Background: an optimization exercise with open tools, aiming at small area, a short achievable clock period and few clock cycles per item. Do not read the settings as production practice.
The RTL was checked by simulation tests, not by an equivalence proof against the original design.
Power is estimated from default activity; no workload was simulated.

### config.mk
export PLATFORM = sky130hd
export DESIGN_NAME = aes256_key_expand
export DESIGN_NICKNAME = aes256_key_expand
export VERILOG_FILES = /design/flow/design.v
export SDC_FILE = /design/flow/constraint.sdc
export NUM_CORES = 4
export LEC_CHECK = 0
export CAP_MARGIN = 20
export CORE_MARGIN = 2
export CORE_UTILIZATION = 25
export PLACE_DENSITY = 0.5
export SLEW_MARGIN = 20
### constraint.sdc
create_clock -name core_clock -period 6.0 [get_ports {clk}]
set_input_delay 1.2000 -clock core_clock [delete_from_list [all_inputs] [get_ports {clk}]]
set_output_delay 1.2000 -clock core_clock [all_outputs]
set_load 0.01 [all_outputs]
### design.v
`default_nettype none
package aes_pkg;
  localparam logic [7:0] RCON_INIT = 8'h01;
  localparam logic [2047:0] SBOX_TBL = {
    128'h637c777bf26b6fc53001672bfed7ab76,
    128'hca82c97dfa5947f0add4a2af9ca472c0,
    128'hb7fd9326363ff7cc34a5e5f171d83115,
    128'h04c723c31896059a071280e2eb27b275,
    128'h09832c1a1b6e5aa0523bd6b329e32f84,
    128'h53d100ed20fcb15b6acbbe394a4c58cf,
    128'hd0efaafb434d338545f9027f503c9fa8,
    128'h51a3408f929d38f5bcb6da2110fff3d2,
    128'hcd0c13ec5f974417c4a77e3d645d1973,
    128'h60814fdc222a908846eeb814de5e0bdb,
    128'he0323a0a4906245cc2d3ac629195e479,
    128'he7c8376d8dd54ea96c56f4ea657aae08,
    128'hba78252e1ca6b4c6e8dd741f4bbd8b8a,
    128'h703eb5664803f60e613557b986c11d9e,
    128'he1f8981169d98e949b1e87e9ce5528df,
    128'h8ca1890dbfe6426841992d0fb054bb16
  };
  typedef enum logic [1:0] {
    IDLE  = 2'd0,
    GEN   = 2'd1,
    DRAIN = 2'd2
  } state_t;
  function automatic logic [7:0] sbox(input logic [7:0] b);
    logic [10:0] idx;
    idx = {~b, 3'b000};
    sbox = SBOX_TBL[idx +: 8];
  endfunction
  function automatic logic [7:0] xtime(input logic [7:0] b);
    xtime = {b[6:0], 1'b0} ^ (b[7] ? 8'h1b : 8'h00);
  endfunction
  function automatic int nr_from_nk(input int nk);
    nr_from_nk = nk + 6;
  endfunction
endpackage
`default_nettype wire
`default_nettype none
module aes_subword
(
  input  logic [31:0] i_word,
  output logic [31:0] o_word
);
  for (genvar b = 0; b < 4; b++) begin : g_byte
    assign o_word[8*b +: 8] = aes_pkg::sbox(i_word[8*b +: 8]);
  end
endmodule
`default_nettype wire
`default_nettype none
module aes_key_expand (
  input  logic         clk,
  input  logic         reset,
  input  logic         start,
  input  logic [255:0] key_in,
  output logic         busy,
  output logic         rk_valid,
  input  logic         rk_ready,
  output logic [3:0]   rk_round,
  output logic [31:0]  k0_out,
  output logic [31:0]  k1_out,
  output logic [31:0]  k2_out,
  output logic [31:0]  k3_out,
  output logic         done
);
  logic [127:0] r_a, r_b;
  logic [3:0]   r_rnd;
  logic         r_busy, r_done;
  logic [31:0]  w_sub, w_temp;
  logic [7:0]   w_rcon;
  logic [31:0]  a0, a1, a2, a3;
  logic [127:0] w_next;
  assign a0 = r_a[127:96];
  assign a1 = r_a[95:64];
  assign a2 = r_a[63:32];
  assign a3 = r_a[31:0];
  aes_subword u_subword (
    .i_word (r_b[31:0]),
    .o_word (w_sub)
  );
  assign w_rcon = 8'h01 << r_rnd[3:1];
  assign w_temp = r_rnd[0] ? w_sub
                           : ({w_sub[23:0], w_sub[31:24]} ^ {w_rcon, 24'h0});
  assign w_next[127:96] = a0 ^ w_temp;
  assign w_next[95:64]  = a0 ^ a1 ^ w_temp;
  assign w_next[63:32]  = a0 ^ a1 ^ a2 ^ w_temp;
  assign w_next[31:0]   = a0 ^ a1 ^ a2 ^ a3 ^ w_temp;
  always_ff @(posedge clk) begin
    if (!r_busy) begin
      r_a <= key_in[255:128];
      r_b <= key_in[127:0];
    end else if (rk_ready) begin
      r_a <= r_b;
      r_b <= w_next;
    end
  end
  always_ff @(posedge clk) begin
    if (reset) begin
      r_busy <= 1'b0;
      r_done <= 1'b0;
      r_rnd  <= '0;
    end else begin
      r_done <= 1'b0;
      if (!r_busy) begin
        r_rnd <= '0;
        if (start)
          r_busy <= 1'b1;
      end else if (rk_ready) begin
        r_rnd <= r_rnd + 4'd1;
        if (r_rnd == 4'd14) begin
          r_busy <= 1'b0;
          r_done <= 1'b1;
        end
      end
    end
  end
  assign busy     = r_busy;
  assign rk_valid = r_busy;
  assign rk_round = r_rnd;
  assign k0_out   = a0;
  assign k1_out   = a1;
  assign k2_out   = a2;
  assign k3_out   = a3;
  assign done     = r_done;
endmodule
`default_nettype wire
`default_nettype none
module aes256_key_expand (
  input  logic         clk,
  input  logic         reset,
  input  logic         start,
  input  logic [255:0] key_in,
  output logic         busy,
  output logic         rk_valid,
  input  logic         rk_ready,
  output logic [3:0]   rk_round,
  output logic [31:0]  k0_out,
  output logic [31:0]  k1_out,
  output logic [31:0]  k2_out,
  output logic [31:0]  k3_out,
  output logic         done
);
  aes_key_expand u_core (
    .clk      (clk),
    .reset    (reset),
    .start    (start),
    .key_in   (key_in),
    .busy     (busy),
    .rk_valid (rk_valid),
    .rk_ready (rk_ready),
    .rk_round (rk_round),
    .k0_out   (k0_out),
    .k1_out   (k1_out),
    .k2_out   (k2_out),
    .k3_out   (k3_out),
    .done     (done)
  );
endmodule
`default_nettype wire
### run.sh
#!/bin/bash
# synth_recipe.tcl (not shown) runs the flow's synth.tcl, then flattens the netlist and writes it again
# the make line also repeats each setting of config.mk as NAME=value (left out here)
make -C /OpenROAD-flow-scripts/flow DESIGN_CONFIG=/design/flow/config.mk WORK_HOME=/design/flow/orfs CLKGATE_MAP_FILE= SYNTH_SCRIPT=/design/flow/synth_recipe.tcl finish
==> summary.txt, run 1 <==
Run status
  • Status: complete, no violations

Clocking
  • Worst-skew pair later-pin latency: 0.61 ns
  • TritonCTS clock tree: yes
  • CTS max path bufs: 3
  • H-tree Lvls: 2
  • CTS clock-pin slew for the worst setup and hold paths: 0.06 ns
  • CTS buffer count: 38
  • Hold_buf cts: 0
  • Post-CTS Repair Setup Buffers: 0
  • Post-CTS sizing: 0
  • Clock sink count: 262
  • Root Buffer: clkbuf_16

Drt
  • Initial DRT Pass Iterations: 8
  • Iter 0 DRT Violations: around 3800
  • Total number of vias: 28000
  • Via density per instance: ~5.7
  • Residual DRC: 0
  • WL per Instance: 26.00 um
  • Antenna Nets Post-Route: 0
  • Final WL: 126900 um

Finish
  • P&R area growth vs syn: 23.09%
  • NumNets Final: ~3700
  • Design area: 34370 um^2
  • Share of cells above drive strength 1: 14.40%

Global route
  • GRT Total Usage: between 20% and 30%
  • Initial antenna violation count: 7
  • Largest net degree at the start of global routing: 144
  • Vias in the first global route: 26840
  • Wire length of the first global-routing pass: 186400 um
  • Remaining Overflow, GRT: 0

Min path
  • Hold Path Class: reg2reg

Placed design
  • IO buf count: approximately 390
  • Post-detail-place hpwl: 90610 um
  • Pre-CTS setup slack: 0.8127 ns
  • Placed cell areas: 33120 um^2
  • Routability Congestion: 1.000

Yosys
  • Post-synthesis cell type with the largest combined area: edfxtp_1
  • Average cell area after synthesis: ~8.8 um^2
  • Synth Flop Type: edfxtp_1
  • Post-Syn Nets: ~3500
  • Number of synthesized register bits: 262
  • Yosys Warn Count: 2
  • Cell variety after synth: 112
  • Netlist Area Pre-Place: 27920 um^2
  • Top cells by area, synth: edfxtp_1 (28%), mux2_2 (8.1%), mux4_2 (4.3%)
  • Post-synth ARST share: 0%
  • Mapped Cells: 3166
  • Commonest cells in the netlist: edfxtp_1 (256), nor2_1 (234), a21oi_1 (230)
  • Most common cell in the netlist: edfxtp_1
  • Post-synth EDFFs: between 200 and 300
  • Seq/Total Area, Yosys: 27.96%
  • Area fraction of the dominant cell type after synthesis: 27.53%

Setup path
  • Critical path class: reg2reg
  • WP data arrival: 5.73 ns
  • Critical Path End Type: flip-flop
  • R2R depth: 12
  • Reg2reg setup slack: 0.61 ns
  • Critical Path Source Type: flip-flop
  • CP required: 6.34 ns
  • Worst Setup EP: u_core.r_b[93]
  • Setup crit start: u_core.r_b[17]
  • CP max FO: 10
  • FF-to-FF Start: u_core.r_b[17]
  • Reg-to-Reg End: u_core.r_b[93]

Floorplanning
  • Ports: 395
  • Row count: ~120
  • Die area: approximately 110000 um^2
  • Initial Util: 25.23%
  • Placeable Area: 110700 um^2
  • Die W: 338.2 um
  • Die height: 338.2 um

Timing
  • Final-report max-slew violation count: 0
  • Final WS setup: 0.6085 ns
  • Setup-failing EPs final: 0
  • Relative slew slack: 26.96%
  • Pin slew with the least headroom to its limit: 1.088 ns
  • Max Clock Freq: ~190 MHz
  • Skew final: 0.02984 ns
  • Final min period: around 5.4 ns
  • Setup TNS: 0 ns
  • Unrepaired setup endpoints after global routing: false
  • Period Utilization, post-route: 89.86%
  • Hold_ws: 0.5383 ns
  • Endpoints failing hold: 0

Run
  • Max_cap viols: 0

Pwr
  • Peak supply drop: around 0.28 mV
  • Power density cells: 656.7 nW/um^2
  • LEAKAGE: between 0.01 and 0.015 uW
  • Power, Total: 22570 uW
sequential cells by signal, indices dropped and copies added, names as in the netlist:
register and count:
u_core.r_done 1, u_core.r_rnd 4, u_core.r_b 128, u_core.r_a 128, u_core.r_busy 1
cell usage in the layout, fill, tap and decap left out, types with 28 or more instances in the layout:
cell             count
xor2_1              65
nor2b_1             85
o31ai_1             30
nor2_1             234
clkbuf_16           39
a211oi_1            46
clkdlybuf4s50_1    394
and3_1              28
mux2i_1             51
a311oi_1            50
nand2b_1            98
nor3_1             111
o211ai_1            43
buf_4               91
nand2_1            202
inv_1               34
edfxtp_1           256
ha_1                62
nand3_1             78
o311ai_0            29
o21ai_0            170
a21oi_1            230
mux2_2             201
a31oi_1             60
mux4_2              53
xnor2_1            112
layer usage:
metal / track usage [%] / up-vias / part of all wire [%]
li1: - / 12430 / -
met1: 29.00 / 13560 / 43
met3: 4.728 / 305 / 9.7
met4: 8.361 / 8 / 4.2
met5: 0 / - / 0.043
met2: 32.03 / 1704 / 43
per-stage QoR:
step / util [%] / instances
5_1_grt: 31.05 / 4878
3_5_place_dp: 29.93 / 4810
2_1_floorplan: - / 3166
3_3_place_gp: 29.93 / 4810
4_1_cts: 31.05 / 4878
6_report: 31.06 / 4880
final cells by class:
| cell class | instances | area [um^2] |
|---|---|---|
| Clock buffer | 46 | 1002 |
| Tap cell | 1488 | 1862 |
| Clock inverter | 22 | 245.2 |
| Antenna cell | 2 | 5.005 |
| Multi-Input combinational cell | 2515 | 18400 |
| Fill cell | 11610 | 76300 |
| Inverter | 48 | 180.2 |
| Timing Repair Buffer | 497 | 4867 |
| Sequential cell | 262 | 7812 |
power by group:
group | internal [uW] | switching (uW) | total, uW
sequential | 2830 | 496 | 3330
combinational | 6440 | 10500 | 16900
clock | 1370 | 962 | 2330
total | 10600 | 11900 | 22600
kinds of logic (layout without fill, tap and decap cells):
group / count (synthesis) / after routing / share of synthesized area (%)
xor+xnor: 197 / 197 / 7.039
other cells: 0 / 2 / 0
compound gates: 951 / 951 / 23.39
fa+ha+maj: 63 / 63 / 2.814
buf+inv: 389 / 613 / 6.179
mux: 312 / 312 / 14.58
flops: 262 / 262 / 27.96
simple gates: 992 / 992 / 18.03
critical path, stage by stage (launching register included):
cell	delay, ns
edfxtp_1	0.44
inv_1	0.34
ha_1	0.59
nor2b_1	0.39
nor3_1	0.08
a2111oi_0	0.89
a21oi_1	0.22
a22oi_1	0.27
nor2b_1	0.28
mux2_2	0.39
a2111oi_4	0.80
xnor2_1	0.14
mux2_2	0.30
worst min-delay path by stage:
| stage | from | end | slack, ns | cells past startpoint |
|---|---|---|---|---|
| 4_1_cts | u_core.r_b[76] | u_core.r_a[76] | 0.54 | 1 |
| 2_1_floorplan | u_core.r_b[127] | u_core.r_a[127] | 0.52 | 1 |
| 3_5_place_dp | u_core.r_b[78] | u_core.r_a[78] | 0.53 | 1 |
| 3_3_place_gp | u_core.r_b[93] | u_core.r_a[93] | 0.52 | 1 |
| 6_report | u_core.r_b[45] | u_core.r_a[45] | 0.54 | 1 |
| 5_1_grt | u_core.r_b[43] | u_core.r_a[43] | 0.55 | 1 |
Testbench counts, summed over its fixed seeds: cycles 3,072, keys 192.
==> run 2: changes to the inputs <==
--- a/design.v
+++ b/design.v
@@ -70,7 +70,8 @@
   logic [31:0]  w_sub, w_temp;
   logic [7:0]   w_rcon;
   logic [31:0]  a0, a1, a2, a3;
-  logic [127:0] w_next;
+  logic         w_adv;
+  logic [127:0] w_pre, w_base, w_next;
   assign a0 = r_a[127:96];
   assign a1 = r_a[95:64];
   assign a2 = r_a[63:32];
@@ -79,21 +80,25 @@
     .i_word (r_b[31:0]),
     .o_word (w_sub)
   );
-  assign w_rcon = 8'h01 << r_rnd[3:1];
-  assign w_temp = r_rnd[0] ? w_sub
-                           : ({w_sub[23:0], w_sub[31:24]} ^ {w_rcon, 24'h0});
-  assign w_next[127:96] = a0 ^ w_temp;
-  assign w_next[95:64]  = a0 ^ a1 ^ w_temp;
-  assign w_next[63:32]  = a0 ^ a1 ^ a2 ^ w_temp;
-  assign w_next[31:0]   = a0 ^ a1 ^ a2 ^ a3 ^ w_temp;
+  assign w_rcon = r_rnd[0] ? 8'h00 : (8'h01 << r_rnd[3:1]);
+  assign w_adv = r_busy && rk_ready;
+  assign w_temp = (w_adv && !r_rnd[0]) ? {w_sub[23:0], w_sub[31:24]}
+                : (w_adv &&  r_rnd[0]) ? w_sub
+                : 32'h0;
+  assign w_pre[127:96] = a0 ^ {w_rcon, 24'h0};
+  assign w_pre[95:64]  = a0 ^ a1 ^ {w_rcon, 24'h0};
+  assign w_pre[63:32]  = a0 ^ a1 ^ a2 ^ {w_rcon, 24'h0};
+  assign w_pre[31:0]   = a0 ^ a1 ^ a2 ^ a3 ^ {w_rcon, 24'h0};
+  assign w_base = !r_busy ? key_in[127:0]
+                : rk_ready ? w_pre
+                : r_b;
+  assign w_next = w_base ^ {4{w_temp}};
   always_ff @(posedge clk) begin
-    if (!r_busy) begin
+    if (!r_busy)
       r_a <= key_in[255:128];
-      r_b <= key_in[127:0];
-    end else if (rk_ready) begin
+    else if (rk_ready)
       r_a <= r_b;
-      r_b <= w_next;
-    end
+    r_b <= w_next;
   end
   always_ff @(posedge clk) begin
     if (reset) begin
--- a/config.mk
+++ b/config.mk
@@ -7,6 +7,7 @@
 export LEC_CHECK = 0
 export CAP_MARGIN = 20
 export CORE_MARGIN = 2
-export CORE_UTILIZATION = 25
-export PLACE_DENSITY = 0.5
+export CORE_UTILIZATION = 40
+export PLACE_DENSITY = 0.6
+export SETUP_SLACK_MARGIN = 3.0
 export SLEW_MARGIN = 20
==> run 2 against run 1 <==
Power is 5.6% lower. Die area fell by 39%. Register-to-register slack improved by 1.9 ns. Combinational power fell by 4%. Core utilization is 24 points higher. Non-clock buffer count grew 206. Hold slack worse by 0.051 ns. First-iteration DRC count increased by 29%. Sequential power down 9.6%. Critical path type unchanged. Largest cell class unchanged. Largest power group unchanged.
==> summary.txt, run 2 <==
Yosys
  • Seq/Total Area, Yosys: roughly a quarter
  • Post-Syn Nets: 3585
  • Yosys Warn Count: 2
  • Post-synthesis cell type with the largest combined area: edfxtp_1
  • Area fraction of the dominant cell type after synthesis: 14.21%
  • Post-synth ARST share: 0%
  • Most common cell in the netlist: a21oi_1
  • Top cells by area, synth: edfxtp_1 (14%), dfxtp_1 (9.9%), mux2_2 (6.2%)
  • Number of synthesized register bits: 262
  • Netlist Area Pre-Place: 27040 um^2
  • Average cell area after synthesis: 8.288 um^2
  • Cell variety after synth: 106
  • Mapped Cells: approximately 3300
  • Synth Flop Type: dfxtp_1
  • Commonest cells in the netlist: a21oi_1 (263), nor2_1 (261), o21ai_0 (186)
  • Post-synth EDFFs: 128

Drt
  • Via density per instance: 6.748
  • Residual DRC: 0
  • Final WL: approximately 140000 um
  • Total number of vias: 30800
  • WL per Instance: 30.72 um
  • Iter 0 DRT Violations: 4934
  • Initial DRT Pass Iterations: 7
  • Antenna Nets Post-Route: 0

Timing
  • Endpoints failing hold: 0
  • Unrepaired setup endpoints after global routing: true
  • Final min period: 3.453 ns
  • Setup TNS: 0 ns
  • Max Clock Freq: around 290 MHz
  • Setup-failing EPs final: 0
  • Hold_ws: a little under 0.5 ns
  • Relative slew slack: approximately 20%
  • Skew final: 0.01452 ns
  • Period Utilization, post-route: 57.54%
  • Final-report max-slew violation count: 0
  • Pin slew with the least headroom to its limit: 1.200 ns

Run
  • Max_cap viols: 0

Finish
  • P&R area growth vs syn: 36.14%
  • Fillers: 6075
  • Multi-input gate area: 20550 um^2
  • FF+latch area: about 6600 um^2
  • Share of cells above drive strength 1: 25.20%
  • Most common cell after layout, fill and taps aside: clkdlybuf4s50_1
  • NumNets Final: 3980
  • Regs by FF count: u_core.r_a (128), u_core.r_b (128), u_core.r_rnd (4)
  • Most frequent cells in the layout: clkdlybuf4s50_1 (392), a21oi_1 (253), nor2_1 (234)

Min path
  • Hold Path Class: reg2reg

Clocking
  • CTS max path bufs: 3
  • Hold_buf cts: 0
  • CTS clock-pin slew for the worst setup and hold paths: 0.06 ns
  • Clock sink count: 262
  • H-tree Lvls: 1
  • Worst-skew pair later-pin latency: 0.61 ns
  • Root Buffer: clkbuf_16
  • TritonCTS clock tree: yes
  • CTS buffer count: 31

Setup path
  • Critical path class: reg2reg
  • Critical Path End Type: flip-flop
  • CP max stage delay: 0.59 ns
  • Cell Chain, Critical Path: inv_8 -> ha_4 -> or2_2 -> and3_1 -> o32ai_1 -> a211o_1 -> mux4_2 -> a22o_4 -> xnor2_4 -> nor3_1 -> or3_1
  • CP required: 6.48 ns
  • CP max FO: 8
  • WP data arrival: 3.94 ns
  • Critical Path Source Type: flip-flop
  • CP max stage cell: mux4_2

Global route
  • Remaining Overflow, GRT: 0
  • Vias in the first global route: 29120
  • GRT Total Usage: 37.63%
  • Initial antenna violation count: 11
  • Wire length of the first global-routing pass: 199600 um
  • Largest net degree at the start of global routing: roughly 120

Pwr
  • Power density cells: 578.9 nW/um^2
  • LEAKAGE: 0.01350 uW
  • Peak supply drop: between 0.3 and 0.4 mV

Placed design
  • IO buf count: 394
  • Post-detail-place hpwl: 91500 um
  • Routability Congestion: around 1.1

Floorplanning
  • Die W: 264.0 um
  • Placeable Area: 67040 um^2
  • Die area: 69710 um^2
  • Die height: 264.0 um
  • Row count: 95
  • Ports: 395
  • Initial Util: between 40% and 50%

Run status
  • Status: complete, no violations
## run 2: cell types whose count changed in the layout (fill, tap and decap cells not counted), sizes merged, moves of 26 or more
| cell | delta |
|---|---|
| a21oi | +34 |
| nor3 | -35 |
| mux2 | -55 |
| edfxtp | -128 |
| buf | +201 |
| xnor2 | +53 |
| dfxtp | +128 |
| a211oi | +40 |
| mux2i | +65 |
| nor2 | +26 |
## run 2: worst max-delay path: cells and delay by family (launching register included)
kind,cells,cell delay (ns)
muxes,1,0.59
xor gates and xnor gates,1,0.23
adders and majority gates,1,0.26
buffers and inverters,1,0.10
and+or+nand+nor,4,1.03
DFF,1,0.39
AOI/OAI and AO/OA,3,0.71
## run 2: per-layer routing
| metal | global-route usage [%] | wire (um) | up-vias |
|---|---|---|---|
| li1 | - | - | 13040 |
| met1 | 49.01 | 54120 | 14700 |
| met2 | 58.85 | 61600 | 2417 |
| met3 | 8.939 | 15580 | 642 |
| met4 | 17.49 | 8907 | 4 |
| met5 | 0 | 26 | - |
## run 2: kinds of logic (layout without fill, tap and decap cells)
family                   count (synthesis)  in the layout  synth area share [%]
XOR/XNOR                               221            221                 7.393
buffers and inverters                  400            818                 6.630
adder cells (fa/ha/maj)                 62             62                 2.868
AO/OA/AOI/OAI                         1032           1032                 25.85
flip-flops                             262            262                 24.13
multiplexers                           324            324                 15.33
other                                    0             10                     0
AND/OR/NAND/NOR                        962            963                 17.80
## run 2: path summary, 6_finish.rpt
kind	slack (ns)	start	depth (start not counted)	to
setup / recovery	2.55	u_core.r_b[24]	11	u_core.r_b[7]
hold / removal	0.49	u_core.r_b[115]	2	u_core.r_b[115]
setup reg to reg	2.55	u_core.r_b[24]	11	u_core.r_b[7]
hold reg to reg	0.49	u_core.r_b[115]	2	u_core.r_b[115]
## run 2: final cells by class
type / count / area share [%]
multi-input cells: 2602 / 55.81
repair buffers: 703 / 19.34
flip-flops and latches: 262 / 17.95
well taps: 873 / 2.967
clock buffers: 36 / 2.294
inverters: 56 / 0.8190
clock inverters: 21 / 0.7170
diodes: 10 / 0.06796
repair inverters: 2 / 0.04078
## run 2: timing repair
item	CTS	global route
pin swaps	59	69
endpoints found under the hold margin	0	0
buffers inserted	166	75
cloned	4	4
endpoints found under the setup margin	183	128
gates resized for setup	277	195
## run 2: where the power goes
| part | switching, uW | internal, uW | total [uW] |
|---|---|---|---|
| clock | 832 | 1260 | 2090 |
| sequential | 578 | 2430 | 3010 |
| combinational | 9370 | 6850 | 16200 |
| total | 10800 | 10500 | 21300 |
## run 2: per-stage QoR
stage / utilization, % / cells / cell area, um^2 / total power [uW] / worst slack, ns
after global placement: 46.75 / 4249 / 31340 / 15290 / 1.506
after CTS: 52.63 / 4476 / 35290 / 19490 / 2.601
after detailed placement: 46.75 / 4249 / 31340 / 15090 / 1.590
after floorplan: - / 3263 / 27480 / 11200 / 2.726
after global routing: 54.92 / 4564 / 36820 / 21930 / 2.545
final: 54.92 / 4565 / 36820 / 21310 / 2.547
Testbench counts of run 2, summed over its fixed seeds: cycles 3,072, keys 192.
==> run 3: changes to the inputs <==
--- a/design.v
+++ b/design.v
@@ -70,7 +70,7 @@
   logic [31:0]  w_sub, w_temp;
   logic [7:0]   w_rcon;
   logic [31:0]  a0, a1, a2, a3;
-  logic         w_adv;
+  logic         w_adv, w_sel_load, w_sel_adv, w_sel_hold;
   logic [127:0] w_pre, w_base, w_next;
   assign a0 = r_a[127:96];
   assign a1 = r_a[95:64];
@@ -89,15 +89,17 @@
   assign w_pre[95:64]  = a0 ^ a1 ^ {w_rcon, 24'h0};
   assign w_pre[63:32]  = a0 ^ a1 ^ a2 ^ {w_rcon, 24'h0};
   assign w_pre[31:0]   = a0 ^ a1 ^ a2 ^ a3 ^ {w_rcon, 24'h0};
-  assign w_base = !r_busy ? key_in[127:0]
-                : rk_ready ? w_pre
-                : r_b;
+  assign w_sel_load = !r_busy;
+  assign w_sel_adv  = r_busy && rk_ready;
+  assign w_sel_hold = r_busy && !rk_ready;
+  assign w_base = ({128{w_sel_load}} & key_in[127:0])
+                | ({128{w_sel_adv}}  & w_pre)
+                | ({128{w_sel_hold}} & r_b);
   assign w_next = w_base ^ {4{w_temp}};
   always_ff @(posedge clk) begin
-    if (!r_busy)
-      r_a <= key_in[255:128];
-    else if (rk_ready)
-      r_a <= r_b;
+    r_a <= ({128{w_sel_load}} & key_in[255:128])
+         | ({128{w_sel_adv}}  & r_b)
+         | ({128{w_sel_hold}} & r_a);
     r_b <= w_next;
   end
   always_ff @(posedge clk) begin
==> flow/run.sh (new file) <==
#!/bin/bash
# Layout flow: the standard ORFS flow, except that synthesis runs
# flow/my_synth.tcl (the standard synthesis script with a different ABC
# mapping script and without half/full-adder extraction). The registers are
# made by the same Yosys passes as in the standard synthesis.
# Every tool's output goes to a log file in this folder (and ORFS's own logs
# under orfs/logs).
set -euo pipefail
here=$(pwd)
bash standard.sh SYNTH_SCRIPT="$here/flow/my_synth.tcl" finish > "$here/flow_orfs.log" 2>&1
==> flow/my_abc.script (new file) <==
strash
dch
map
topo
stime -c
buffer -c
upsize -c
dnsize -c
==> flow/my_synth.tcl (new file) <==
set my_abc_script [file join [file dirname [file normalize [info script]]] my_abc.script]
proc synth {args} { yosys synth -nofsm -noshare {*}$args }
proc extract_fa {args} { puts "my_synth: extract_fa skipped" }
proc abc {args} {
  set i [lsearch -exact $args -script]
  if {$i >= 0} { lset args [expr {$i + 1}] $::my_abc_script }
  yosys abc {*}$args
}
source $::env(SCRIPTS_DIR)/synth.tcl
# left out here: clear keep_hierarchy, flatten, clean up, hide names made inside functions, write 1_2_yosys.v
==> standard.sh (new file) <==
#!/bin/bash
# synth_recipe.tcl (not shown) runs the flow's synth.tcl, then flattens the netlist and writes it again
# the make line also repeats each setting of config.mk as NAME=value (left out here)
make -C /OpenROAD-flow-scripts/flow DESIGN_CONFIG=/design/flow/config.mk WORK_HOME=/design/flow/orfs CLKGATE_MAP_FILE= SYNTH_SCRIPT=/design/flow/synth_recipe.tcl "${@:-finish}"
--- a/config.mk
+++ b/config.mk
@@ -9,5 +9,4 @@
 export CORE_MARGIN = 2
 export CORE_UTILIZATION = 40
 export PLACE_DENSITY = 0.6
-export SETUP_SLACK_MARGIN = 3.0
 export SLEW_MARGIN = 20
removed: run.sh
==> run 3 against run 2 <==
Synthesized cell count rose by 23%. Critical path type unchanged. Register-to-register slack worse by 0.60 ns. Highest routed layer unchanged. Maximum frequency down 15%. Critical endpoint is now u_core.r_b[60]. Clock power grew 7%. Global-route usage rose by 0.94 points.
==> summary.txt, run 3 <==
Clocking
  • CTS max path bufs: 3
  • Worst-skew pair later-pin latency: between 0.5 and 0.6 ns
  • Root Buffer: clkbuf_16
  • Clock sink count: 262
  • CTS buffer count: 34
  • TritonCTS clock tree: yes
  • Post-CTS sizing: 0
  • Post-CTS Repair Setup Buffers: 0
  • CTS clock-pin slew for the worst setup and hold paths: about 0.060 ns
  • Hold_buf cts: 0
  • H-tree Lvls: 2

Yosys
  • Post-Syn Nets: 4279
  • Post-synthesis cell type with the largest combined area: dfxtp_1
  • Area fraction of the dominant cell type after synthesis: between 20% and 30%
  • Number of synthesized register bits: 262
  • Average cell area after synthesis: 6.076 um^2
  • Commonest cells in the netlist: nand2_1 (960), nand3_1 (730), dfxtp_1 (262)
  • Most common cell in the netlist: nand2_1
  • Netlist Area Pre-Place: between 20000 and 25000 um^2
  • Yosys Warn Count: 2
  • Top cells by area, synth: dfxtp_1 (21%), nand3_1 (15%), nand2_1 (15%)
  • Synth Flop Type: dfxtp_1
  • Cell variety after synth: between 60 and 70
  • Mapped Cells: 4019
  • Seq/Total Area, Yosys: roughly 21%
  • Post-synth EDFFs: 0
  • Post-synth ARST share: 0%

Setup path
  • Critical Path Source Type: flip-flop
  • CP required: around 6.5 ns
  • Cell Chain, Critical Path: buf_4 -> inv_2 -> nand2_1 -> nand2_1 -> nand3_1 -> nand3_1 -> a21oi_1 -> o21ai_0 -> nand3_1 -> nand2_1 -> nand2_1 -> nand2_1
  • WP data arrival: between 4 and 5 ns
  • CP dominant cell by count: nand2_1
  • CP max stage cell: o21ai_0
  • CP max FO: 24
  • Critical Path End Type: flip-flop
  • CP delay by family, top: simple AND/OR/NAND/NOR gates
  • Critical path class: reg2reg
  • CP max stage delay: 0.84 ns
  • WP buf/inv: 2

Drt
  • Via density per instance: 6.560
  • Initial DRT Pass Iterations: 14
  • WL per Instance: roughly 26 um
  • Final WL: 128100 um
  • Iter 0 DRT Violations: 5224
  • Residual DRC: 0
  • Antenna Nets Post-Route: 0
  • Total number of vias: 32830

Timing
  • Final min period: 4.053 ns
  • Setup TNS: 0 ns
  • Endpoints failing hold: 0
  • Skew final: roughly 0.027 ns
  • Setup-failing EPs final: 0
  • Hold_ws: 0.4484 ns
  • Max Clock Freq: 246.8 MHz
  • Relative slew slack: roughly 26%
  • Period Utilization, post-route: 67.54%
  • Final-report max-slew violation count: 0
  • Pin slew with the least headroom to its limit: ~1.1 ns
  • Unrepaired setup endpoints after global routing: false

Placed design
  • IO buf count: 394
  • DP Cell Count: 4940
  • Post-detail-place hpwl: 90680 um
  • Routability Congestion: 1.079

Global route
  • GR Layer Usage met1: approximately half
  • GRT Max-Usage Layer: met2
  • GRT Total Usage: 38.57%
  • Initial antenna violation count: 9
  • Largest net degree at the start of global routing: 125
  • Met2 Track Usage GR: 57.17%
  • M3 GR Usage: 12.30%
  • Remaining Overflow, GRT: 0
  • Wire length of the first global-routing pass: 189200 um
  • Vias in the first global route: 29700

Floorplanning
  • Die W: 251.1 um
  • Ports: 395
  • Initial Util: between 40% and 50%
  • Die height: 251.1 um
  • Die area: 63040 um^2
  • Row count: 90
  • Placeable Area: 60360 um^2

Run
  • Max_cap viols: 0

Pwr
  • LEAKAGE: 0.01235 uW
  • Peak supply drop: about 0.19 mV
  • Power density cells: 372.2 nW/um^2

Finish
  • P&R area growth vs syn: 21.46%
  • Most frequent cells in the layout: nand2_1 (960), nand3_1 (730), clkdlybuf4s50_1 (394)
  • Share of cells above drive strength 1: roughly 4.8%
  • Non-filler cells, final: roughly 5000
  • Regs by FF count: u_core.r_a (128), u_core.r_b (128), u_core.r_rnd (4)
  • Most common cell after layout, fill and taps aside: nand2_1
  • NumNets Final: about 4500

Min path
  • Hold Path Class: reg2reg

Run status
  • Status: complete, no violations
==> run 3: per-stage QoR <==
stage | utilization, % | setup WS (ns) | total power, uW | area (um^2)
floorplan | - | 3.411 | 6399 | 24420
global placement | 47.13 | 1.926 | 8600 | 28440
detailed placement | 47.15 | 1.898 | 8464 | 28460
CTS | 49.12 | 2.222 | 10730 | 29650
global route | 49.13 | 2.003 | 11540 | 29650
finish | 49.14 | 1.947 | 11040 | 29660
==> run 3: path summary, 6_finish.rpt <==
| kind | end | startpoint | cells after the start | slack [ns] |
|---|---|---|---|---|
| setup / recovery | u_core.r_b[60] | u_core.r_b[25] | 12 | 1.95 |
| hold / removal | u_core.r_a[107] | u_core.r_b[107] | 2 | 0.45 |
| setup reg to reg | u_core.r_b[60] | u_core.r_b[25] | 12 | 1.95 |
| hold reg to reg | u_core.r_a[107] | u_core.r_b[107] | 2 | 0.45 |
==> run 3: cell families (layout without fill, tap and decap cells) <==
group,after synthesis,count (layout),share of synthesized area [%]
multiplexers,1,1,0.04099
AO/OA/AOI/OAI,1106,1106,28.96
buffers and inverters,499,697,8.670
XOR/XNOR,75,75,2.690
flip-flops,262,262,21.48
other,0,5,0
AND/OR/NAND/NOR,2076,2076,38.16
==> run 3: routing by layer <==
metal,routed length [um],vias to the layer above,part of all wire [%]
li1,-,14770,-
met1,51260,15070,40
met2,53540,2466,42
met3,16810,512,13
met4,6440,10,5.0
met5,65,-,0.051
==> run 3: power by group <==
group	leakage [uW]	internal (uW)	switching, uW
clock	0.000580	1380	854
sequential	0.00221	2040	315
combinational	0.00957	1980	4470
total	0.0124	5390	5640
==> run 3: final cells by class <==
class,count,area (um^2)
Fill cell,6304,30700
Multi-Input combinational cell,3258,17070
Clock inverter,7,137.6
Tap cell,782,978.4
Clock buffer,52,1052
Sequential cell,262,5253
Antenna cell,5,12.51
Inverter,176,670.6
Timing Repair Buffer,462,4483
==> run 3: worst min-delay path, stage by stage (launching register included) <==
cell and delay, ns:
dfxtp_1 0.32, nand2_1 0.05, nand2_1 0.05
Testbench counts of run 3, summed over its fixed seeds: cycles 3,072, keys 192.
==> run 4: changes to the inputs <==
--- a/config.mk
+++ b/config.mk
@@ -9,4 +9,5 @@
 export CORE_MARGIN = 2
 export CORE_UTILIZATION = 40
 export PLACE_DENSITY = 0.6
+export SETUP_SLACK_MARGIN = 4.0
 export SLEW_MARGIN = 20
==> run 4 against run 3 <==
Power is 41% higher. Sequential power is 4% higher. Worst setup slack better by 1.5 ns. First-iteration DRC count is 36% higher. Via count is 17% higher.
==> summary.txt, run 4 <==
Global route
  • Initial antenna violation count: 15
  • Remaining Overflow, GRT: 0
  • Wire length of the first global-routing pass: between 200000 and 250000 um
  • Largest net degree at the start of global routing: 141
  • GRT Total Usage: 47.06%
  • Vias in the first global route: 35330

Run
  • Max_cap viols: 0

Floorplanning
  • Ports: 395
  • Placeable Area: 60360 um^2
  • Row count: 90
  • Die height: roughly 250 um
  • Die area: 63040 um^2
  • Die W: ~250 um
  • Initial Util: 40.46%

Setup path
  • CP max stage cell: a21oi_2
  • CP delay by family, top: buffers and inverters
  • CP max stage delay: 0.36 ns
  • WP data arrival: 3.06 ns
  • Critical Path Source Type: flip-flop
  • WP buf/inv: 7
  • CP required: 6.50 ns
  • CP max FO: 6
  • Critical Path End Type: flip-flop
  • Critical path class: reg2reg
  • Cell Chain, Critical Path: buf_12 -> clkinvlp_4 -> buf_12 -> nand2_4 -> buf_6 -> buf_12 -> buf_4 -> nand2_4 -> o311ai_4 -> a21oi_2 -> o211ai_1 -> buf_4 -> nand3_4 -> nand2_4 -> nand2_1 -> nand2_1

Placed design
  • DP Cell Count: between 4000 and 5000
  • Post-detail-place hpwl: 92270 um
  • Routability Congestion: 1.075
  • IO buf count: 394
  • Placed cell areas: 28520 um^2

Clocking
  • Clock sink count: roughly 260
  • H-tree Lvls: 1
  • Hold_buf cts: 0
  • CTS buffer count: 31
  • CTS max path bufs: 3
  • CTS clock-pin slew for the worst setup and hold paths: roughly 0.060 ns
  • Root Buffer: clkbuf_16
  • TritonCTS clock tree: yes
  • Worst-skew pair later-pin latency: 0.63 ns

Yosys
  • Post-synth ARST share: 0%
  • Netlist Area Pre-Place: 24420 um^2
  • Area fraction of the dominant cell type after synthesis: 21.48%
  • Synth Flop Type: dfxtp_1
  • Seq/Total Area, Yosys: 21.48%
  • Post-synth EDFFs: 0
  • Post-synthesis cell type with the largest combined area: dfxtp_1
  • Number of synthesized register bits: 262
  • Commonest cells in the netlist: nand2_1 (960), nand3_1 (730), dfxtp_1 (262)
  • Post-Syn Nets: around 4300
  • Mapped Cells: 4019
  • Cell variety after synth: 65
  • Most common cell in the netlist: nand2_1
  • Yosys Warn Count: 2
  • Top cells by area, synth: dfxtp_1 (21%), nand3_1 (15%), nand2_1 (15%)
  • Average cell area after synthesis: 6.076 um^2

Finish
  • Non-filler cells, final: around 5600
  • Regs by FF count: u_core.r_a (128), u_core.r_b (128), u_core.r_rnd (4)
  • Most frequent cells in the layout: nand2_1 (766), nand3_1 (438), buf_4 (388)
  • NumNets Final: 5034
  • Share of cells above drive strength 1: 39.25%
  • Design area: 43120 um^2
  • Most common cell after layout, fill and taps aside: nand2_1
  • P&R area growth vs syn: 76.60%

Pwr
  • Power density cells: 359.8 nW/um^2
  • LEAKAGE: 0.01765 uW
  • Power, Total: around 16000 uW
  • Peak supply drop: 0.2997 mV

Timing
  • Setup TNS: 0 ns
  • Max Clock Freq: 391.2 MHz
  • Final min period: ~2.6 ns
  • Endpoints failing hold: 0
  • Pin slew with the least headroom to its limit: between 0.8 and 0.9 ns
  • Final-report max-slew violation count: 0
  • Setup-failing EPs final: 0
  • Period Utilization, post-route: 42.61%
  • Unrepaired setup endpoints after global routing: true
  • Skew final: around 0.018 ns
  • Relative slew slack: between 40% and 50%

Drt
  • WL per Instance: 29.55 um
  • Residual DRC: 0
  • Final WL: 165100 um
  • Via density per instance: 6.901
  • Antenna Nets Post-Route: 0
  • Initial DRT Pass Iterations: 12
  • Total number of vias: 38570
  • Iter 0 DRT Violations: 7104

Min path
  • Hold Path Class: reg2reg

Run status
  • Status: complete, no violations
==> run 4: cell counts after synthesis <==
No cell type changed its count.
==> run 4: logic make-up (layout without fill, tap and decap cells) <==
group | count (synthesis) | count (layout) | synth area share [%]
simple gates | 2076 | 2080 | 38.16
compound gates | 1106 | 1106 | 28.96
buf+inv | 499 | 1274 | 8.670
flops | 262 | 262 | 21.48
xor+xnor | 75 | 75 | 2.690
mux | 1 | 1 | 0.04099
other cells | 0 | 9 | 0
==> run 4: stage by stage <==
stage / hold WS, ns / setup slack, ns / utilization (%)
4_1_cts: 0.4411 / 3.608 / 66.40
5_1_grt: 0.4511 / 3.448 / 71.43
3_5_place_dp: 0.4371 / 1.826 / 47.25
2_1_floorplan: 0.4212 / 3.683 / -
3_3_place_gp: 0.4361 / 1.867 / 47.25
6_report: 0.4442 / 3.444 / 71.45
==> run 4: worst reg2reg max path, delay by kind of cell (launching register included) <==
family	cells	cell delay [ns]
AOI/OAI and AO/OA	3	0.64
and+or+nand+nor	6	0.49
DFF	1	0.35
buffers and inverters	7	0.95
==> run 4: cell type report <==
cell class	count	area, um^2
multi-input combinational	3262	23080
fill	4660	17230
timing repair buffer	1033	11420
sequential	262	5552
tap	782	978.4
inverter	176	970.9
clock buffer	46	912.1
clock inverter	11	113.9
timing repair inverter	8	73.82
antenna	9	22.52
==> run 4: path summary, 6_finish.rpt <==
check	startpoint	endpoint	slack, ns	cells after the start
hold / removal	u_core.r_b[51]	u_core.r_a[51]	0.44	2
setup / recovery	u_core.r_b[2]	u_core.r_b[40]	3.44	16
hold reg to reg	u_core.r_b[51]	u_core.r_a[51]	0.44	2
setup reg to reg	u_core.r_b[2]	u_core.r_b[40]	3.44	16
==> run 4: power by group <==
group          leakage (uW)  total (uW)  switching, uW  internal (uW)
Combinational        0.0149       11100           6790           4290
Clock              0.000504        1990            861           1130
Sequential          0.00224        2450            370           2080
==> run 4: per-layer routing <==
layer	up-vias	global-route usage, %	part of all wire [%]
li1	16040	-	-
met1	17790	58.63	35
met2	3529	69.21	41
met3	1199	17.38	15
met4	16	27.74	9.2
met5	-	0.3089	0.11
==> run 4: repair_timing <==
item                                    in CTS  in global routing
setup buffers                              413                122
cloned                                      43                 15
endpoints found under the setup margin     397                358
pin swaps                                  289                311
resized for setup                         2159                375
==> run 5: changes to the inputs <==
--- a/config.mk
+++ b/config.mk
@@ -9,5 +9,5 @@
 export CORE_MARGIN = 2
 export CORE_UTILIZATION = 40
 export PLACE_DENSITY = 0.6
-export SETUP_SLACK_MARGIN = 4.0
+export SETUP_SLACK_MARGIN = 3.3
 export SLEW_MARGIN = 20
==> run 5 against run 4 <==
Sequential share of layout area rose by 3.8 points. Largest power group unchanged. Via count down 13%. First-iteration DRC count decreased by 20%. Highest routed layer unchanged. Clock skew increased by 0.0062 ns. Non-clock buffer count shrank 525.
==> summary.txt, run 5 <==
Yosys
  • Area fraction of the dominant cell type after synthesis: between 20% and 30%
  • Post-synth ARST share: 0%
  • Number of synthesized register bits: 262
  • Synth Flop Type: dfxtp_1
  • Post-Syn Nets: approximately 4300
  • Commonest cells in the netlist: nand2_1 (960), nand3_1 (730), dfxtp_1 (262)
  • Top cells by area, synth: dfxtp_1 (21%), nand3_1 (15%), nand2_1 (15%)
  • Yosys Warn Count: 2
  • Post-synth EDFFs: 0
  • Seq/Total Area, Yosys: 21.48%
  • Average cell area after synthesis: 6.076 um^2
  • Cell variety after synth: 65
  • Mapped Cells: 4019
  • Most common cell in the netlist: nand2_1
  • Post-synthesis cell type with the largest combined area: dfxtp_1
  • Netlist Area Pre-Place: 24420 um^2

Clocking
  • Worst-skew pair later-pin latency: a little under 0.6 ns
  • Root Buffer: clkbuf_16
  • TritonCTS clock tree: yes
  • CTS clock-pin slew for the worst setup and hold paths: 0.06 ns
  • Clock sink count: 262
  • H-tree Lvls: 2
  • CTS buffer count: 34
  • Hold_buf cts: 0
  • CTS max path bufs: 3

Placed design
  • Routability Congestion: about 1.1
  • DP Cell Count: 4940
  • Post-detail-place hpwl: a little over 90000 um
  • IO buf count: 394

Timing
  • Setup TNS: 0 ns
  • Pin slew with the least headroom to its limit: a little under 1 ns
  • Endpoints failing hold: 0
  • Final-report max-slew violation count: 0
  • Period Utilization, post-route: 45.87%
  • Unrepaired setup endpoints after global routing: true
  • Relative slew slack: 34.61%
  • Max Clock Freq: 363.4 MHz
  • Final min period: 2.752 ns
  • Setup-failing EPs final: 0
  • Skew final: 0.02427 ns

Global route
  • Wire length of the first global-routing pass: 195500 um
  • GRT Total Usage: 40.16%
  • M3 GR Usage: 12.94%
  • Vias in the first global route: 30180
  • Met2 Track Usage GR: 59.51%
  • Initial antenna violation count: 12
  • GRT Max-Usage Layer: met2
  • Largest net degree at the start of global routing: 115
  • GR Layer Usage met1: between 50% and 60%
  • Remaining Overflow, GRT: 0

Drt
  • Iter 0 DRT Violations: approximately 5700
  • Final WL: 134900 um
  • Initial DRT Pass Iterations: 12
  • Via density per instance: 6.656
  • WL per Instance: 26.73 um
  • Total number of vias: 33600
  • Residual DRC: 0
  • Antenna Nets Post-Route: 0

Finish
  • Multi-input gate area: 18150 um^2
  • P&R area growth vs syn: 30.08%
  • FF+latch area: 5295 um^2
  • Non-filler cells, final: roughly 5000
  • Most common cell after layout, fill and taps aside: nand2_1
  • Most frequent cells in the layout: nand2_1 (922), nand3_1 (660), clkdlybuf4s50_1 (272)
  • Regs by FF count: u_core.r_a (128), u_core.r_b (128), u_core.r_rnd (4)
  • NumNets Final: roughly 4500
  • Fillers: just over 6000
  • Share of cells above drive strength 1: between 10 and 15%

Setup path
  • CP required: 6.50 ns
  • Reg-to-Reg End: u_core.r_b[95]
  • Critical Path Source Type: flip-flop
  • WP data arrival: 3.25 ns
  • CP max FO: 12
  • Critical Path End Type: flip-flop
  • CP max stage delay: around 0.50 ns
  • R2R depth: 9
  • Critical path class: reg2reg
  • Reg2reg setup slack: 3.25 ns
  • Cell Chain, Critical Path: buf_4 -> a21boi_1 -> a21oi_2 -> nand2_1 -> a31oi_1 -> nand3b_1 -> a22oi_2 -> o211ai_1 -> nand2_1
  • CP max stage cell: dfxtp_4
  • CP dominant cell by count: nand2_1
  • FF-to-FF Start: u_core.r_b[17]

Pwr
  • Peak supply drop: 0.1988 mV
  • Power density cells: ~370 nW/um^2
  • LEAKAGE: 0.01346 uW

Min path
  • Worst Hold Depth: 2
  • Hold Path Class: reg2reg
  • Min-delay src: u_core.r_b[109]
  • WHS Endpoint: u_core.r_a[109]

Run
  • Max_cap viols: 0

Floorplanning
  • Placeable Area: 60360 um^2
  • Die area: about 63000 um^2
  • Row count: 90
  • Ports: between 300 and 400
  • Initial Util: 40.46%
  • Die W: 251.1 um
  • Die height: 251.1 um

Run status
  • Status: complete, no violations
[run 5: area by class of cell]
class                      count  area share (%)
sequential                   262           16.67
multi-input combinational   3258           57.15
clock inverter                 7          0.4333
inverter                     176           2.312
timing repair inverter         1         0.01576
antenna                        3         0.02363
tap                          782           3.080
timing repair buffer         508           17.00
clock buffer                  52           3.313
[run 5: critical path, delay by kind of cell (launching register included)]
family                 cells  cell delay (ns)
AND/OR/NAND/NOR            3             0.47
AO/OA/AOI/OAI              5             1.39
buffers and inverters      1             0.30
flip-flops                 1             0.50
[run 5: worst max path at each step]
stage | start | endpoint | slack (ns) | cells past startpoint
after floorplan | rk_ready | u_core.r_b[102] | 3.41 | 9
after global placement | rk_ready | u_core.r_b[8] | 1.93 | 10
after detailed placement | rk_ready | u_core.r_b[124] | 1.90 | 10
after CTS | u_core.r_b[3] | u_core.r_b[97] | 3.28 | 12
after global routing | u_core.r_b[17] | u_core.r_b[63] | 3.24 | 9
final | u_core.r_b[17] | u_core.r_b[95] | 3.25 | 9
[run 5: logic make-up after synthesis]
group / share of synthesized area (%)
flops: 21.48
buf+inv: 8.670
compound gates: 28.96
xor+xnor: 2.690
simple gates: 38.16
mux: 0.04099
[run 5: per-layer routing]
| metal | vias to the layer above | wire length [um] | share of wire (%) |
|---|---|---|---|
| li1 | 14880 | - | - |
| met1 | 15470 | 52530 | 39 |
| met2 | 2651 | 55800 | 41 |
| met3 | 587 | 18800 | 14 |
| met4 | 14 | 7621 | 5.6 |
| met5 | - | 200 | 0.15 |
[run 5: metrics by stage]
| step | hold WS (ns) | setup slack (ns) | cell area [um^2] | power, uW | util [%] |
|---|---|---|---|---|---|
| CTS | 0.4425 | 3.279 | 30850 | 11010 | 51.11 |
| detailed placement | 0.4378 | 1.898 | 28460 | 8464 | 47.15 |
| floorplan | 0.4212 | 3.411 | 24420 | 6399 | - |
| finish | 0.4411 | 3.248 | 31760 | 11700 | 52.63 |
| global placement | 0.4368 | 1.926 | 28440 | 8600 | 47.13 |
| global route | 0.4624 | 3.238 | 31760 | 12160 | 52.63 |
[run 5: what timing repair did]
item | 4_1_cts | 5_1_grt
hold endpoints to repair | 0 | 0
resized for setup | 331 | 178
cloned | 8 | 3
buffers inserted | 20 | 16
setup endpoints to repair | 275 | 148
pin swaps | 7 | 17
[run 5: where the power goes]
part / internal [uW] / total (uW) / switching [uW]
clock network: 1380 / 2250 / 870
registers: 2050 / 2370 / 322
logic: 2240 / 7080 / 4840
total: 5670 / 11700 / 6040
==> run 6: changes to the inputs <==
--- a/config.mk
+++ b/config.mk
@@ -9,5 +9,5 @@
 export CORE_MARGIN = 2
 export CORE_UTILIZATION = 40
 export PLACE_DENSITY = 0.6
-export SETUP_SLACK_MARGIN = 3.3
+export SETUP_SLACK_MARGIN = 3.0
 export SLEW_MARGIN = 20
==> run 6 against run 5 <==
Still clean. Worst setup slack got worse by 0.33 ns. Area after synthesis is the same. Die area stayed put. Critical endpoint is now u_core.r_b[101].
==> summary.txt, run 6 <==
Run status
  • Status: complete, no violations

Yosys
  • Most common cell in the netlist: nand2_1
  • Mux share of post-synthesis cell area: less than 1%
  • Adder-cell share of the synthesized area: 0%
  • Synth Flop Type: dfxtp_1
  • Synth Area in Simple Gates: 38.16%
  • Netlist Area Pre-Place: 24420 um^2
  • Post-synthesis xor/xnor area fraction: under 10%
  • Commonest cells in the netlist: nand2_1 (960), nand3_1 (730), dfxtp_1 (262)
  • Post-synth ARST share: 0%
  • Post-synthesis cell type with the largest combined area: dfxtp_1
  • Area fraction in compound gates after synthesis: 28.96%
  • Average cell area after synthesis: 6.076 um^2
  • Post-synth EDFFs: 0
  • Largest family of logic cells by synthesized area: simple AND/OR/NAND/NOR gates
  • Area fraction of the dominant cell type after synthesis: 21.48%
  • Cell variety after synth: 65
  • Number of synthesized register bits: 262
  • Yosys Warn Count: 2
  • Mapped Cells: 4019
  • Post-Syn Nets: 4279
  • Seq/Total Area, Yosys: 21.48%
  • Top cells by area, synth: dfxtp_1 (21%), nand3_1 (15%), nand2_1 (15%)

Floorplanning
  • Initial Util: 40.46%
  • Die area: approximately 63000 um^2
  • Row count: 90
  • Ports: 395
  • Die W: 251.1 um
  • Placeable Area: ~60000 um^2
  • Die height: 251.1 um

Clocking
  • Hold_buf cts: 0
  • CTS max path bufs: 3
  • Clock sink count: 262
  • Root Buffer: clkbuf_16
  • CTS buffer count: 34
  • H-tree Lvls: 2
  • CTS clock-pin slew for the worst setup and hold paths: 0.06 ns
  • Worst-skew pair later-pin latency: between 0.5 and 0.6 ns
  • TritonCTS clock tree: yes

Drt
  • WL per Instance: between 20 and 30 um
  • Antenna Nets Post-Route: 0
  • Initial DRT Pass Iterations: 7
  • Total number of vias: ~33000
  • Iter 0 DRT Violations: 5024
  • Via density per instance: around 6.6
  • Residual DRC: 0
  • Final WL: 130600 um

Setup path
  • R2R depth: 11
  • CP max stage cell: inv_2
  • Critical Path Source Type: flip-flop
  • WP data arrival: 3.53 ns
  • CP max FO: 25
  • CP dominant cell by count: nand3_1
  • Critical path depth: 11
  • CP max stage delay: between 0.3 and 0.4 ns
  • Critical path class: reg2reg
  • Cell Chain, Critical Path: buf_6 -> inv_2 -> nand2_2 -> nand3_1 -> o21ai_0 -> o21ai_0 -> o221ai_1 -> nand3_1 -> nand3_1 -> nand3_1 -> nand2_1
  • WP buf/inv: 2
  • CP required: 6.45 ns
  • CP delay by family, top: simple AND/OR/NAND/NOR gates
  • Critical Path End Type: flip-flop

Finish
  • Share of cells above drive strength 1: approximately 7%
  • P&R area growth vs syn: 25.09%
  • Design area: 30550 um^2
  • Most common cell after layout, fill and taps aside: nand2_1
  • NumNets Final: 4477
  • Regs by FF count: u_core.r_a (128), u_core.r_b (128), u_core.r_rnd (4)
  • Fillers: 6234
  • Most frequent cells in the layout: nand2_1 (941), nand3_1 (699), clkdlybuf4s50_1 (394)

Pwr
  • Clock power frac: 19.8%
  • Sw power: 5789 uW
  • Peak supply drop: 0.1942 mV
  • Switching Fraction: 51.20%
  • Part of the power in registers: between 20% and 30%
  • Cell Int Power: ~5500 uW
  • Combinational group share of total power: 59.2%
  • Power density cells: 370.2 nW/um^2
  • LEAKAGE: 0.01263 uW

Timing
  • Final min period: 3.080 ns
  • Max Clock Freq: around 320 MHz
  • Endpoints failing hold: 0
  • Pin slew with the least headroom to its limit: 1.036 ns
  • Final-report max-slew violation count: 0
  • Setup TNS: 0 ns
  • Relative slew slack: 30.18%
  • Skew final: about 0.028 ns
  • Unrepaired setup endpoints after global routing: true
  • Period Utilization, post-route: about half
  • Setup-failing EPs final: 0

Global route
  • Initial antenna violation count: 7
  • Remaining Overflow, GRT: 0
  • Wire length of the first global-routing pass: 191100 um
  • Largest net degree at the start of global routing: approximately 120
  • Vias in the first global route: 29760
  • GRT Total Usage: 39.08%

Min path
  • Hold Path Class: reg2reg
  • Worst Hold Depth: 2

Placed design
  • Placed cell areas: 28460 um^2
  • IO buf count: 394
  • Post-detail-place hpwl: 90680 um
  • Routability Congestion: ~1.1

Run
  • Max_cap viols: 0
## run 6: per-layer routing
layer	vias up	share of wire [%]	global-route usage [%]
li1	14830	-	-
met3	528	13	12.12
met4	10	5.2	16.17
met1	15220	40	52.02
met2	2483	42	58.31
met5	-	0.050	0
## run 6: final timing paths
check / slack [ns] / end / from
setup reg to reg: 2.92 / u_core.r_b[101] / u_core.r_b[24]
hold / removal: 0.45 / u_core.r_a[107] / u_core.r_b[107]
hold reg to reg: 0.45 / u_core.r_a[107] / u_core.r_b[107]
setup / recovery: 2.92 / u_core.r_b[101] / u_core.r_b[24]
## run 6: tightest hold or removal path, delay by kind of cell, from the launching register on
| kind | cells | cell delay, ns |
|---|---|---|
| flip-flops | 1 | 0.30 |
| AND/OR/NAND/NOR | 2 | 0.10 |
## run 6: cell type report
cell class | count | area (um^2) | share of cell area [%]
clock inverters | 7 | 137.6 | 0.4506
well taps | 782 | 978.4 | 3.203
repair buffers | 483 | 4931 | 16.14
repair inverters | 2 | 10.01 | 0.03277
multi-input cells | 3258 | 17460 | 57.16
diodes | 2 | 5.005 | 0.01638
clock buffers | 52 | 1052 | 3.445
inverters | 176 | 703.2 | 2.302
flip-flops and latches | 262 | 5268 | 17.24
## run 6: cells by family (layout without fill, tap and decap cells)
| family | count (synthesis) | in the layout |
|---|---|---|
| DFF | 262 | 262 |
| xor gates and xnor gates | 75 | 75 |
| buffers and inverters | 499 | 720 |
| and+or+nand+nor | 2076 | 2076 |
| other | 0 | 2 |
| muxes | 1 | 1 |
| AOI/OAI and AO/OA | 1106 | 1106 |
## run 6: power by group through the flow
stage / clock (uW) / sequential (uW) / combinational [uW]
after floorplan: 0 / 2280 / 4110
after global routing: 2330 / 2410 / 7050
after global placement: 0 / 2380 / 6220
after CTS: 2260 / 2350 / 6200
after detailed placement: 0 / 2370 / 6090
final: 2240 / 2380 / 6690
## run 6: stage by stage
| stage | util, % | worst slack, ns | cells | power [uW] | hold WS, ns |
|---|---|---|---|---|---|
| finish | 50.61 | 2.920 | 5024 | 11310 | 0.4476 |
| global route | 50.61 | 2.938 | 5024 | 11790 | 0.4689 |
| CTS | 49.68 | 2.935 | 5005 | 10810 | 0.4498 |
| detailed placement | 47.15 | 1.898 | 4940 | 8464 | 0.4378 |
| global placement | 47.13 | 1.926 | 4939 | 8600 | 0.4368 |
| floorplan | - | 3.411 | 4019 | 6399 | 0.4212 |
## run 6: repair_timing
| action | in CTS | in global routing |
|---|---|---|
| endpoints found under the setup margin | 170 | 128 |
| cloned | 2 | 3 |
| setup buffers | 4 | 14 |
| pin swaps | 2 | 2 |
| resized for setup | 60 | 105 |
| endpoints found under the hold margin | 0 | 0 |
==> run 7: changes to the inputs <==
==> flow/my_abc.script (replaced) <==
strash
dc2
dch
map
topo
stime -c
buffer -c
upsize -c
dnsize -c
--- a/config.mk
+++ b/config.mk
@@ -9,5 +9,5 @@
 export CORE_MARGIN = 2
 export CORE_UTILIZATION = 40
 export PLACE_DENSITY = 0.6
-export SETUP_SLACK_MARGIN = 3.0
+export SETUP_SLACK_MARGIN = 3.7
 export SLEW_MARGIN = 20
==> run 7 against run 6 <==
Sequential share of layout area shrank 2.4 points. Hold slack got worse by 0.0076 ns. Register-to-register slack improved by 0.47 ns. Global-route usage up 4.5 points. Cell area up 23%. Worst setup slack improved by 0.47 ns. First-iteration DRC count is 19% higher. Routed wire length rose by 13%. Largest power group unchanged. Die area decreased by 2.6%. Count of clock-buffer cells in the layout shrank 7. Cell count increased by 4.0%. Critical endpoint is now u_core.r_b[108]. Flip-flop and latch count is the same.
==> summary.txt, run 7 <==
Global route
  • GRT Total Usage: 43.58%
  • Largest net degree at the start of global routing: 106
  • Vias in the first global route: 31520
  • Remaining Overflow, GRT: 0
  • Wire length of the first global-routing pass: between 200000 and 250000 um
  • Initial antenna violation count: 11

Placed design
  • Pre-CTS setup slack: roughly 1.7 ns
  • DP Cell Count: 4786
  • IO buf count: 394
  • Routability Congestion: 1.075
  • Post-detail-place hpwl: approximately 90000 um
  • Placed cell areas: 27850 um^2

Pwr
  • Peak supply drop: 0.2427 mV
  • Cell Int Power: 6926 uW
  • Part of the power in registers: approximately 17%
  • Combinational group share of total power: roughly 69%
  • Power density cells: 385.2 nW/um^2
  • Switching Fraction: 51.99%
  • LEAKAGE: 0.01564 uW
  • Clock power frac: 13.7%
  • Sw power: 7501 uW

Finish
  • Multi-input gate area: 20260 um^2
  • Fillers: 5222
  • Share of cells above drive strength 1: 32.00%
  • Regs by FF count: u_core.r_a (128), u_core.r_b (128), u_core.r_rnd (4)
  • NumNets Final: 4687
  • Non-filler cells, final: 5226
  • Design area: 37450 um^2
  • P&R area growth vs syn: 57.53%
  • FF+latch area: 5565 um^2
  • Most common cell after layout, fill and taps aside: nand2_1
  • Most frequent cells in the layout: nand2_1 (857), nand3_1 (357), buf_4 (301)

Setup path
  • Critical Path Source Type: flip-flop
  • CP required: 6.54 ns
  • Reg2reg setup slack: 3.39 ns
  • Critical path class: reg2reg
  • CP max FO: 7
  • Reg-to-Reg End: u_core.r_b[108]
  • WP data arrival: ~3.1 ns
  • R2R depth: 13
  • FF-to-FF Start: u_core.r_b[3]
  • Critical Path End Type: flip-flop

Drt
  • Initial DRT Pass Iterations: 22
  • Final WL: 147200 um
  • WL per Instance: ~28 um
  • Total number of vias: around 35000
  • Iter 0 DRT Violations: around 6000
  • Antenna Nets Post-Route: 0
  • Via density per instance: 6.791
  • Residual DRC: 0

Floorplanning
  • Ports: 395
  • Die W: approximately 250 um
  • Initial Util: 40.36%
  • Die height: 247.8 um
  • Placeable Area: 58910 um^2
  • Die area: 61410 um^2
  • Row count: 89

Yosys
  • Mapped Cells: 3856
  • Commonest cells in the netlist: nand2_1 (1009), nand3_1 (486), dfxtp_1 (262)
  • Post-Syn Nets: 4116
  • Netlist Area Pre-Place: 23780 um^2
  • Top cells by area, synth: dfxtp_1 (22%), nand2_1 (16%), nand3_1 (10%)
  • Post-synth EDFFs: 0
  • Average cell area after synthesis: 6.166 um^2
  • Most common cell in the netlist: nand2_1
  • Seq/Total Area, Yosys: 22.06%
  • Post-synth ARST share: 0%
  • Synth Flop Type: dfxtp_1
  • Post-synthesis cell type with the largest combined area: dfxtp_1
  • Area fraction of the dominant cell type after synthesis: 22.06%
  • Number of synthesized register bits: 262
  • Yosys Warn Count: 2
  • Cell variety after synth: 74

Clocking
  • Root Buffer: clkbuf_16
  • CTS max path bufs: 3
  • CTS buffer count: 31
  • CTS clock-pin slew for the worst setup and hold paths: 0.06 ns
  • H-tree Lvls: 1
  • TritonCTS clock tree: yes
  • Hold_buf cts: 0
  • Clock sink count: 262
  • Worst-skew pair later-pin latency: 0.60 ns

Run status
  • Status: complete, no violations

Timing
  • Final min period: 2.606 ns
  • Setup-failing EPs final: 0
  • Final-report max-slew violation count: 0
  • Setup TNS: 0 ns
  • Period Utilization, post-route: between 40% and 50%
  • Unrepaired setup endpoints after global routing: true
  • Skew final: between 0.015 and 0.02 ns
  • Max Clock Freq: roughly 380 MHz
  • Final WS setup: 3.394 ns
  • Relative slew slack: 43.64%
  • Pin slew with the least headroom to its limit: 0.8443 ns
  • Endpoints failing hold: 0

Min path
  • Worst Hold Depth: 2
  • WHS Endpoint: u_core.r_a[52]
  • Hold Path Class: reg2reg
  • Min-delay src: u_core.r_b[52]

Run
  • Max_cap viols: 0
## run 7: changes by cell type after synthesis, moves of 11 or more
cell	delta
clkbuf_1	-20
nor3b_1	-11
o21bai_1	+22
o211ai_1	-17
inv_1	-27
xnor2_1	-21
nor2_1	+22
nor3_1	+12
xor2_1	+26
nand3_1	-244
a21oi_1	+23
nand2_1	+49
## run 7: stage by stage
| step | utilization, % | total power, uW | hold slack, ns |
|---|---|---|---|
| finish | 63.58 | 14430 | 0.4400 |
| global route | 63.58 | 14820 | 0.4489 |
| CTS | 56.93 | 12390 | 0.4382 |
| detailed placement | 47.27 | 8770 | 0.4386 |
| global placement | 47.27 | 8971 | 0.4324 |
| floorplan | - | 6539 | 0.4265 |
## run 7: how the worst max path moves through the flow
stage | startpoint | end | depth (start not counted)
floorplan | rk_ready | u_core.r_b[113] | 8
global placement | rk_ready | u_core.r_b[62] | 10
detailed placement | rk_ready | u_core.r_b[62] | 10
CTS | u_core.r_b[2] | u_core.r_b[77] | 11
global route | u_core.r_b[2] | u_core.r_b[108] | 13
finish | u_core.r_b[3] | u_core.r_b[108] | 13
## run 7: cells by family after synthesis
logic type | Yosys count | synth area share [%]
AO/OA/AOI/OAI | 1155 | 31.42
XOR/XNOR | 80 | 2.947
buffers and inverters | 446 | 8.267
flip-flops | 262 | 22.06
AND/OR/NAND/NOR | 1913 | 35.30
## run 7: power groups by stage
stage	registers, uW	clock network, uW	logic [uW]
2_1_floorplan	2310	0	4220
3_3_place_gp	2460	0	6520
3_5_place_dp	2450	0	6320
4_1_cts	2420	1990	7970
5_1_grt	2510	2060	10200
6_report	2490	1980	9960
## run 7: critical path, stage by stage, from the launching register on
cell and delay [ns]:
dfxtp_4 0.43, buf_8 0.12, clkinvlp_4 0.14, buf_12 0.19, a21oi_4 0.23, nand2_1 0.19, o221ai_1 0.25, nand3_1 0.13
nand3_1 0.12, nand3_2 0.16, nand3_4 0.27, buf_4 0.17, nand3b_1 0.08, nand2_1 0.07
## run 7: metal layers
layer,wire length (um),GRT usage [%]
met3,20940,15.00
met5,96,0
met1,53310,54.22
met2,59720,64.47
met4,13180,26.54
## run 7: area by class of cell
class	instances	share of cell area, %
Multi-Input combinational cell	3150	54.10
Inverter	147	2.074
Clock inverter	11	0.3808
Antenna cell	3	0.02004
Timing Repair Buffer	831	23.51
Tap cell	773	2.582
Clock buffer	45	2.399
Timing Repair inverter	4	0.07015
Sequential cell	262	14.86
## run 7: timing repair
action,4_1_cts,5_1_grt
gates resized for setup,1362,539
pin swaps,62,146
cloned,26,14
setup buffers,183,158
setup endpoints to repair,393,254

## re-timing with driven ports
No port has a modelled driver above. Below, the same layouts with a new extraction and two added sets of constraints.
Step 1: set_driving_cell puts a clkbuf_16 on clk and a buf_2 on each other input, an assumption about the parent block.
Step 2, shift: input delay + t, output delay - t, t = (earliest + latest rising clock arrival at the registers) / 2. This alone moves slack from input paths to output paths.
Slacks: ideal ports / drivers / drivers and shift; pairs: ideal ports / drivers.
run | shift t [ns] | setup WS [ns] | worst hold slack (ns)
run 1 | 0.657 | 0.609 / 0.609 / 0.609 | 0.538 / 0.538 / 0.538
run 2 | 0.666 | 2.547 / 2.547 / 2.414 | 0.488 / 0.488 / 0.488
run 3 | 0.629 | 1.947 / 1.947 / 1.837 | 0.448 / 0.448 / 0.448
run 4 | 0.683 | 3.444 / 3.444 / 3.043 | 0.444 / 0.444 / 0.444
run 5 | 0.639 | 3.248 / 3.248 / 2.961 | 0.441 / 0.441 / 0.441
run 6 | 0.634 | 2.920 / 2.920 / 2.483 | 0.448 / 0.448 / 0.448
run 7 | 0.655 | 3.394 / 3.394 / 3.073 | 0.440 / 0.440 / 0.440
After both steps setup and hold are still met in every run listed. For run 6, which loses most, drivers alone change the setup slack by 0.000 ns; drivers and shift together by -0.437 ns.
